From an optimization exercise on the open Yosys and OpenROAD flow, aimed at small area, a short achievable clock period and few clock cycles; shortcuts taken in it are not production practice. The RTL was checked by simulation tests, not by an equivalence proof against the original design.

==> 05-09: inputs <==
==> flow/design.v (excerpt) <==
module fftTop (
	input logic CLK,
	input logic RESET,
	input logic act,
	input logic [PAR_W-1:0] par,
	input logic [ADDR_W-1:0] dataBase,
	input logic [ADDR_W-1:0] twidBase,
	input logic memNext,
	input logic memRdy,
	input logic [1:0] memRspTag,
	input logic [31:0] memRspData,
	output logic next,
	output logic done,
	output logic memAct,
	output logic memReqWrite,
	output logic [ADDR_W-1:0] memReqAddr,
	output logic [31:0] memReqData,
	output logic [1:0] memReqTag
);
export LEC_CHECK = 0
export CAP_MARGIN = 20
export CORE_MARGIN = 2
export CORE_UTILIZATION = 45
export CTS_BUF_LIST = sky130_fd_sc_hd__clkbuf_8
export CTS_CLUSTER_DIAMETER = 55
export CTS_CLUSTER_SIZE = 12
export PLACE_DENSITY = 0.6
export SETUP_SLACK_MARGIN = 5
export SLEW_MARGIN = 20
create_clock -name core_clock -period 9.0 [get_ports {CLK}]
run.sh (not shown) runs the stock make flow with config.mk's settings and CLKGATE_MAP_FILE= SYNTH_SCRIPT=/design/flow/synth_recipe.tcl, a recipe that flattens the netlist after the stock synthesis.
==> 05-18 (differences from 05-09) <==
--- a/flow/design.v
+++ b/flow/design.v
@@ -387,11 +387,11 @@
 	logic [NB-1:0][3:0][31:0] bufD;
 	logic [1:0][2:0][31:0] twD;
 	assign twOff = (sTi == 2'd0) ? {1'b0, iU, 1'b0} :
 		(sTi == 2'd1) ? {2'b0, iU} : ({2'b0, iU} | nQuarter);
 	assign rdOff = (iHi | iLo) | (sK[0] ? iH : 16'd0) | (sK[1] ? {iH[14:0], 1'b0} : 16'd0);
-	assign wSlot = dC2[wPtr] ? {wk[0], wk[1]} : wk;
+	assign wSlot = wk;
 	assign wrWant = dAlloc[wPtr] & (fin[wPtr][wSlot] |
 		(t4v & t4[0] & (t4[4:3] == wPtr) & (pSlot(t4[2:1], wSlot) | qSlot(t4[2:1], wSlot))));
 	assign wkLast = dC2[wPtr] ? (wk == 2'd3) : (wk == 2'd1);
 	assign wH = 16'd1 << dS[wPtr];
 	assign wrOff = dIdx[wPtr] | (wSlot[0] ? wH : 16'd0) | (wSlot[1] ? {wH[14:0], 1'b0} : 16'd0);
@@ -448,29 +448,34 @@
 	logic rspTw;
 	logic [1:0] rb;
 	logic [1:0] rS;
 	logic [1:0] rT;
 	logic rLast;
+	logic [NB-1:0][3:0] rTgt;
 	assign rspV = memRdy;
 	assign rspD = memRspData;
 	assign rspTw = memRspTag[1];
 	assign rLast = (rS == (dC2[rb] ? 2'd3 : 2'd1));
 	always_ff @(posedge CLK or negedge RESET) begin
 		if (!RESET) begin
 			rb <= '0;
 			rS <= '0;
 			rT <= '0;
+			rTgt <= {{(4*NB-1){1'b0}}, 1'b1};
 		end else if (rspV) begin
 			if (rspTw) begin
 				rT <= rT + 1'b1;
 			end else begin
 				rT <= '0;
+				rTgt <= '0;
 				if (rLast) begin
 					rS <= '0;
 					rb <= inc3(rb);
+					rTgt[inc3(rb)][0] <= 1'b1;
 				end else begin
 					rS <= rS + 1'b1;
+					rTgt[rb][rS + 1'b1] <= 1'b1;
 				end
 			end
 		end
 	end
 	always_ff @(posedge CLK) begin
@@ -576,11 +581,11 @@
 	assign pHalf = sSwap ? oHalf : eHalf;
 	assign qHalf = sSwap ? eHalf : oHalf;
 	always_ff @(posedge CLK) begin
 		for (int b = 0; b < NB; b++) begin
 			for (int k = 0; k < 4; k++) begin
-				if (rspV && !rspTw && rb == b[1:0] && rS == k[1:0])
+				if (rspV && !rspTw && rTgt[b][k])
 					bufD[b][k] <= rspD;
 				if (t3v && t3[4:3] == b[1:0] && pSlot(t3[2:1], k[1:0]))
 					bufD[b][k][31:16] <= pHalf;
 				if (t3v && t3[4:3] == b[1:0] && qSlot(t3[2:1], k[1:0]))
 					bufD[b][k][31:16] <= qHalf;
==> 05-27 (differences from 05-09) <==
--- a/flow/design.v
+++ b/flow/design.v
@@ -387,11 +387,11 @@
 	logic [NB-1:0][3:0][31:0] bufD;
 	logic [1:0][2:0][31:0] twD;
 	assign twOff = (sTi == 2'd0) ? {1'b0, iU, 1'b0} :
 		(sTi == 2'd1) ? {2'b0, iU} : ({2'b0, iU} | nQuarter);
 	assign rdOff = (iHi | iLo) | (sK[0] ? iH : 16'd0) | (sK[1] ? {iH[14:0], 1'b0} : 16'd0);
-	assign wSlot = dC2[wPtr] ? {wk[0], wk[1]} : wk;
+	assign wSlot = wk;
 	assign wrWant = dAlloc[wPtr] & (fin[wPtr][wSlot] |
 		(t4v & t4[0] & (t4[4:3] == wPtr) & (pSlot(t4[2:1], wSlot) | qSlot(t4[2:1], wSlot))));
 	assign wkLast = dC2[wPtr] ? (wk == 2'd3) : (wk == 2'd1);
 	assign wH = 16'd1 << dS[wPtr];
 	assign wrOff = dIdx[wPtr] | (wSlot[0] ? wH : 16'd0) | (wSlot[1] ? {wH[14:0], 1'b0} : 16'd0);
==> comparison table <==
| metric | 05-18 | 05-27 | 05-09 |
|---|---|---|---|
| Run status | complete, no violations | complete, no violations | complete, no violations |
| Crit path launch | wPtr[1] | memRdy | wPtr[1] |
| Final #Nets | 7878 | 7881 | 7835 |
| GR Util met3 | 6.396% | 6.422% | 6.942% |
| Critical path buffers and inverters | 2 | 1 | 3 |
| Effective utilization at floorplan | 45.43% | 45.21% | 45.42% |
| Inverters | 424 | 444 | 426 |
| Leading cell type by number of instances after synthesis | nand2_1 | nand2_1 | edfxtp_1 |
| Tightest hold margin | 0.3230 ns | 0.3279 ns | 0.3320 ns |
| Setup Crit Path Kind | flip-flop to flip-flop | input port to flip-flop | flip-flop to flip-flop |
| Worst Max-Slew Pin Slew | 1.225 ns | 1.301 ns | 1.213 ns |
| Setup fix buffers added after clock tree synthesis | 50 | 20 | 44 |
| Minimum setup slack in the final design | 4.917 ns | 5.021 ns | 4.798 ns |
| Tap cells | 2310 | 2325 | 2310 |
| Num CTS Buffers | 141 | 140 | 140 |
| Capture endpoint of the worst hold path | t2[3] | t4[0] | t2[1] |
| Arrival time of the worst setup path | 4.80 ns | 4.54 ns | 4.88 ns |
| Maximum achievable frequency | 0.2449 GHz | 0.2514 GHz | 0.2380 GHz |
| Ratio of cells with drive above 1 in the final layout | 15.45% | 15.37% | 16.17% |
| Compound-Gate Fraction of Synth Area | 13.79% | 14.32% | 14.15% |
| Number of sequential storage elements | 1220 | 1208 | 1208 |
| Critical Path Max Stage Delay | 0.42 ns | 0.92 ns | 0.50 ns |
| Total routed wire length on the met1 layer | 100.8 mm | 98.51 mm | 98.01 mm |
Testbench counts of 05-09, summed over its fixed seeds: cycles 71,644.
Testbench counts of 05-18, summed over its fixed seeds: cycles 71,793.
Testbench counts of 05-27, summed over its fixed seeds: cycles 71,793.

==> what the ideal ports hide <==
The flow's constraints put no driver on any port. The routed layouts listed below were extracted and timed again, unchanged, in two steps.
Step 1: set_driving_cell puts a clkbuf_16 on CLK and a buf_2 on each other input, an assumption about the parent block.
Step 2 adds t to the input delays and takes it off the output delays; t is the mean of the earliest and latest rising clock arrival at the registers after step 1. Input paths then give back, and output paths get back, about the clock's delay inside the block.
Three values: ideal, step 1, step 2; two values: the first two.
run | t, ns | slack for setup (ns) | worst setup path after step 2
05-09 | 1.014 | 4.798 / 4.798 / 4.036 | input to register
05-18 | 1.011 | 4.917 / 4.917 / 4.123 | input to register
05-27 | 1.026 | 5.021 / 4.953 / 3.927 | input to register
After both steps every run listed still meets setup and hold. For 05-27, which loses most, drivers alone change the setup slack by -0.068 ns; drivers and shift together by -1.094 ns.
